From an optimization exercise on the open Yosys and OpenROAD flow, aimed at small area, a short achievable clock period and few clock cycles per item; shortcuts taken in it are not production practice.
RTL that was checked went through simulation tests only; none was proved equivalent to the original.

willow:
// qr_cordic_top
module qr_cordic_top #(
   parameter int data_w = 13
) (
   input  logic                clk,
   input  logic                rst_n,
   input  logic                valid,
   input  logic [4*data_w-1:0] in,
   output logic                out_valid,
   output logic [4*data_w-1:0] out
);
export LEC_CHECK = 0
export CAP_MARGIN = 30
export CORE_MARGIN = 2
export CORE_UTILIZATION = 30
export CTS_CLUSTER_DIAMETER = 100
export CTS_CLUSTER_SIZE = 24
export SLEW_MARGIN = 30
create_clock -name core_clock -period 12.5 [get_ports {clk}]
standard.sh (not shown) runs the stock make flow with config.mk's settings and CLKGATE_MAP_FILE= SYNTH_SCRIPT=/design/flow/synth_recipe.tcl, a recipe that flattens the netlist after the stock synthesis.
==> flow/flow/run.sh <==
#!/bin/bash
# Standard layout (the standard.sh, standard synthesis unchanged) with two
# changes to how it is made: timing repair is asked to leave a setup margin,
# so that the layout is pushed below the design's clock period, and the
# buffer on every input and output port is a plain buffer rather than the
# delay cell the resizer picks by default. Each step's output goes to its own
# log file here.
set -euo pipefail
ARGS=("SETUP_SLACK_MARGIN=8.6" "BUFFER_PORTS_ARGS=-buffer_cell sky130_fd_sc_hd__buf_4")
for step in synth floorplan place cts finish; do
  bash standard.sh "${ARGS[@]}" $step > log_$step.txt 2>&1
done
Here is what was changed in the inputs of pepper compared with willow.
-- flow/design.v --
<<< willow, line 165
   input  logic                       out_load,
   input  logic [2:0]                 out_row,
   input  logic                       out_res,   
   input  logic                       out_rq,    
   output logic [4*data_w-1:0]        out
);
>>> pepper, line 165
   input  logic                       out_load,
   input  logic [2:0]                 out_row,
   output logic [4*data_w-1:0]        out
);
<<< willow, line 236
         out_q <= '0;
      end else begin
         for (int c = 0; c < num_cols - 1; c++) begin
            out_q[c*data_w +: data_w] <= !out_load ? '0
                                       : out_row[0] ? odd_c[c] : even_c[c];
         end
         out_q[3*data_w +: data_w] <= out_res ? res_y
                                    : out_rq ? rq_x_q
                                    : !out_load ? '0
                                    : out_row[0] ? odd_c[3] : even_c[3];
      end
   end
>>> pepper, line 234
         out_q <= '0;
      end else begin
         for (int c = 0; c < num_cols; c++) begin
            out_q[c*data_w +: data_w] <= !out_load ? '0
                                       : out_row[0] ? odd_c[c] : even_c[c];
         end
         if (out_load && out_row == 3'd3) begin
            out_q[3*data_w +: data_w] <= res_y;
         end
         if (out_load && out_row == 3'd2) begin
            out_q[3*data_w +: data_w] <= rq_x_q;
         end
      end
   end
<<< willow, line 270
   output logic       out_load,
   output logic [2:0] out_row,
   output logic       out_res,    
   output logic       out_rq,     
   output logic       out_valid,
   output logic       flush
>>> pepper, line 270
   output logic       out_load,
   output logic [2:0] out_row,
   output logic       out_valid,
   output logic       flush
<<< willow, line 374
      end
   end
   logic       out_res_q;
   logic       out_rq_q;
   always_ff @(posedge clk) begin
      out_row_q <= out_row_c;
      out_res_q <= out_load_c && out_row_c == 3'd3;
      out_rq_q  <= out_load_c && out_row_c == 3'd2;
   end
   assign out_load  = out_load_q;
   assign out_row   = out_row_q;
   assign out_res   = out_res_q;
   assign out_rq    = out_rq_q;
   assign out_valid = out_valid_q;
   assign flush     = abort_q;
>>> pepper, line 372
      end
   end
   always_ff @(posedge clk) begin
      out_row_q <= out_row_c;
   end
   assign out_load  = out_load_q;
   assign out_row   = out_row_q;
   assign out_valid = out_valid_q;
   assign flush     = abort_q;
<<< willow, line 474
   logic       out_load;
   logic [2:0] out_row;
   logic       out_res;
   logic       out_rq;
   logic                     gv_start;
   logic                     gv_mode;
>>> pepper, line 466
   logic       out_load;
   logic [2:0] out_row;
   logic                     gv_start;
   logic                     gv_mode;
<<< willow, line 517
      .out_load  (out_load),
      .out_row   (out_row),
      .out_res   (out_res),
      .out_rq    (out_rq),
      .out_valid (out_valid),
      .flush     (flush)
>>> pepper, line 507
      .out_load  (out_load),
      .out_row   (out_row),
      .out_valid (out_valid),
      .flush     (flush)
<<< willow, line 544
      .out_load (out_load),
      .out_row  (out_row),
      .out_res  (out_res),
      .out_rq   (out_rq),
      .out      (out)
   );
>>> pepper, line 532
      .out_load (out_load),
      .out_row  (out_row),
      .out      (out)
   );
[summary]
Of pepper and willow, it is pepper that has the higher worst path setup slack after routing.
Maximum frequency for pepper: 0.53% up relative to willow
Compared pepper vs willow, and sequential share of layout area is up in pepper.
willow and pepper ended up with nearly the same first-pass GRT wire length.
Sort willow and pepper by met1 usage desc -> top: willow
On initial standard-cell utilization of the core, willow and pepper are neck and neck.
pepper against willow: headroom to the max-slew limit dropped 6.8 points; multi-input logic portion of the cell area barely changed.
The summed area of non-filler cells in the final layout of pepper and that of willow are within noise of each other.
Testbench counts of pepper, summed over its fixed seeds: cycles 9,120, matrices 96.
The RTL of willow was laid out without a check of its function.

---

Setup of alpha:
qr_cordic_top, a different RTL version from the one above (not shown whole).
For scale: roughly 4200 cells after synthesis, ~920 flip-flops, about 110 I/O pins, about 48000 um2 of cells after synthesis.
clock: 12.5 ns
lec_check: 0
cap_margin: 30
core_margin: 2
core_utilization: 30
cts_cluster_diameter: 100
cts_cluster_size: 24
slew_margin: 30
==> flow/flow/run.sh <==
#!/bin/bash
# Standard layout (the standard.sh, standard synthesis unchanged) with
# these changes to how it is made: timing repair is asked to leave a setup
# margin, so that the layout is pushed below the design's clock period; the
# buffer on every input and output port is a plain buffer rather than the
# delay cell the resizer picks by default; and after placement each output
# port's buffer is moved next to the register driving it (flow/outbuf.tcl).
# Each step's output goes to its own log file here.
set -euo pipefail
ARGS=("SETUP_SLACK_MARGIN=8.75" "BUFFER_PORTS_ARGS=-buffer_cell sky130_fd_sc_hd__buf_4")
for step in synth floorplan place; do
  bash standard.sh "${ARGS[@]}" $step > log_$step.txt 2>&1
done
openroad -no_init -exit flow/outbuf.tcl > log_outbuf.txt 2>&1
for step in cts finish; do
  bash standard.sh "${ARGS[@]}" $step > log_$step.txt 2>&1
done
==> flow/flow/outbuf.tcl <==
# Move each output port's buffer next to the register that drives it, so
# that the register drives a short wire and the buffer the long one to the
# port; placement legalized again.
set db orfs/results/$::env(FLOW_PLATFORM)/qr_cordic_top/base/3_place.odb
read_db $db
set block [ord::get_db_block]
set n 0
foreach bterm [$block getBTerms] {
  if {[$bterm getIoType] ne "OUTPUT"} { continue }
  set net [$bterm getNet]
  set buf ""
  foreach iterm [$net getITerms] {
    if {[$iterm isOutputSignal]} { set buf [$iterm getInst] }
  }
  if {$buf eq ""} { continue }
  set drv ""
  foreach iterm [$buf getITerms] {
    if {[$iterm isInputSignal]} {
      set in_net [$iterm getNet]
      if {$in_net eq "NULL" || $in_net eq ""} { continue }
      foreach it2 [$in_net getITerms] {
        if {[$it2 isOutputSignal]} { set drv [$it2 getInst] }
      }
    }
  }
  if {$drv eq ""} { continue }
  set loc [$drv getLocation]
  $buf setLocation [lindex $loc 0] [lindex $loc 1]
  incr n
}
puts "moved $n output buffers"
detailed_placement
check_placement -verbose
write_db $db
Testbench counts of alpha, summed over its fixed seeds: cycles 9,120, matrices 96.
Setup changes, alpha to beta
--- a/flow/design.v
+++ b/flow/design.v
@@ -153,12 +153,13 @@
    input  logic [1:0]                 rd_col,
    input  logic [1:0]                 rd_even,   
    input  logic [1:0]                 rd_odd,
    input  logic                       fwd_x,     
    input  logic                       fwd_y,     
    input  logic                       fwd_in,    
+   input  logic                       rd_even_y,  
    output logic signed [data_w-1:0]   op_x,
    output logic signed [data_w-1:0]   op_y,
    input  logic                       wr_en,
    input  logic [2:0]                 wr_row,
    input  logic [1:0]                 wr_col,
    input  logic signed [data_w-1:0]   res_x,
@@ -226,13 +227,13 @@
    assign even_q = even_c[rd_col];
    assign odd_q  = odd_c[rd_col];
    assign op_x   = fwd_x ? rq_y_q
                  : fwd_in ? in[data_w-1:0]
                  : rd_row[0] ? even_q : odd_q;
    assign op_y   = fwd_y ? res_x
-                 : rd_row[0] ? odd_q : even_q;
+                 : rd_even_y ? even_q : odd_q;
    always_ff @(posedge clk or negedge rst_n) begin
       if (!rst_n) begin
          out_q <= '0;
       end else begin
          for (int c = 0; c < num_cols - 1; c++) begin
             out_q[c*data_w +: data_w] <= !out_load ? '0
@@ -262,12 +263,13 @@
    output logic [1:0] rd_col,
    output logic [1:0] rd_even,    
    output logic [1:0] rd_odd,     
    output logic       fwd_x,      
    output logic       fwd_y,      
    output logic       fwd_in,     
+   output logic       rd_even_y,  
    output logic [2:0] row,
    output logic [1:0] col,
    output logic       out_load,
    output logic [2:0] out_row,
    output logic       out_res,    
    output logic       out_rq,     
@@ -412,12 +414,13 @@
    logic [1:0] rd_even_q;
    logic [1:0] rd_odd_q;
    logic [1:0] a_col_q;
    logic       a_fwd_x_q;
    logic       a_fwd_y_q;
    logic       a_fwd_in_q;
+   logic       a_even_y_q;
    logic       b_start_q;
    logic       b_mode_q;
    logic [1:0] b_pass_q;
    logic [2:0] b_row_q;
    logic [1:0] b_col_q;
    always_ff @(posedge clk or negedge rst_n) begin
@@ -437,24 +440,26 @@
       rd_odd_q  <= out_load_c ? out_row_c[2:1]
                  : row_lo[0] ? row_lo[2:1] : row_lo[2:1] - 2'd1;
       a_col_q  <= j_ph;
       a_fwd_x_q <= (c_ph != 2'd0);
       a_fwd_y_q <= (k_op >= 4'd2);
       a_fwd_in_q <= (round_q == 4'd1 && phase_q == '0 && beats_q == '0);
+      a_even_y_q <= !row_lo[0];
       b_mode_q <= a_mode_q;
       b_pass_q <= a_pass_q;
       b_row_q  <= a_row_q;
       b_col_q  <= a_col_q;
    end
    assign rd_row   = a_row_q;
    assign rd_even  = rd_even_q;
    assign rd_odd   = rd_odd_q;
    assign rd_col   = a_col_q;
    assign fwd_x    = a_fwd_x_q;
    assign fwd_y    = a_fwd_y_q;
    assign fwd_in   = a_fwd_in_q;
+   assign rd_even_y = a_even_y_q;
    assign nxt_mode = a_mode_q;
    assign nxt_pass = a_pass_q;
    assign start    = b_start_q;
    assign mode     = b_mode_q;
    assign pass     = b_pass_q;
    assign row      = b_row_q;
@@ -487,12 +492,13 @@
    logic [1:0]               gv_rd_col;
    logic [1:0]               rd_even;
    logic [1:0]               rd_odd;
    logic                     fwd_x;
    logic                     fwd_y;
    logic                     fwd_in;
+   logic                     rd_even_y;
    logic [2:0]               gv_row;
    logic [1:0]               gv_col;
    logic signed [data_w-1:0] gv_op_x;
    logic signed [data_w-1:0] gv_op_y;
    logic                     gv_done;
    logic [2:0]               gv_wr_row;
@@ -514,12 +520,13 @@
       .rd_col    (gv_rd_col),
       .rd_even   (rd_even),
       .rd_odd    (rd_odd),
       .fwd_x     (fwd_x),
       .fwd_y     (fwd_y),
       .fwd_in    (fwd_in),
+      .rd_even_y  (rd_even_y),
       .row       (gv_row),
       .col       (gv_col),
       .out_load  (out_load),
       .out_row   (out_row),
       .out_res   (out_res),
       .out_rq    (out_rq),
@@ -537,12 +544,13 @@
       .rd_col   (gv_rd_col),
       .rd_even  (rd_even),
       .rd_odd   (rd_odd),
       .fwd_x    (fwd_x),
       .fwd_y    (fwd_y),
       .fwd_in   (fwd_in),
+      .rd_even_y (rd_even_y),
       .op_x     (gv_op_x),
       .op_y     (gv_op_y),
       .wr_en    (gv_done),
       .wr_row   (gv_wr_row),
       .wr_col   (gv_wr_col),
       .res_x    (gv_res_x),
### Flow results
On clock-pin slew of the registers on the worst-case setup and hold paths, beta tracks alpha almost exactly. Synthesized netlist net count (lower): alpha. The count of clock-buffer cells in the layout in beta sits 1 below the value recorded for alpha. Post-placement setup slack in beta is 0.050 ns above alpha. Compared with alpha, beta shows a lower global-route met3 utilization.
The RTL of beta was laid out without a check of its function.

==> afterwards: timing with drivers on the ports <==
The results above use ideal ports. As a check the final layouts listed here were re-extracted and re-timed, cells and wires unchanged.
Step 1 sets driving cells, clkbuf_16 on the clock port and buf_2 on the other inputs (assumed; they add their load-dependent delay and slew).
Step 2 adds t to the input delays and takes it off the output delays; t is the mean of the earliest and latest rising clock arrival at the registers after step 1. Input paths then give back, and output paths get back, about the clock's delay inside the block.
a / b / c = ideal / step 1 / step 2; a / b = the first two.
| run | t, ns | setup WS [ns] | worst setup path at the end | clock arrival spread, ns |
|---|---|---|---|---|
| willow | 0.730 | 8.636 / 8.557 / 8.335 | input to register | 0.081 / 0.081 |
| pepper | 0.744 | 8.656 / 8.582 / 8.337 | input to register | 0.095 / 0.095 |
| alpha | 0.712 | 8.781 / 8.712 / 8.361 | input to register | 0.083 / 0.083 |
| beta | 0.720 | 8.764 / 8.686 / 8.367 | input to register | 0.076 / 0.076 |
After both steps setup and hold are still met in every run listed. For alpha, which loses most, drivers alone change the setup slack by -0.069 ns; drivers and shift together by -0.420 ns.
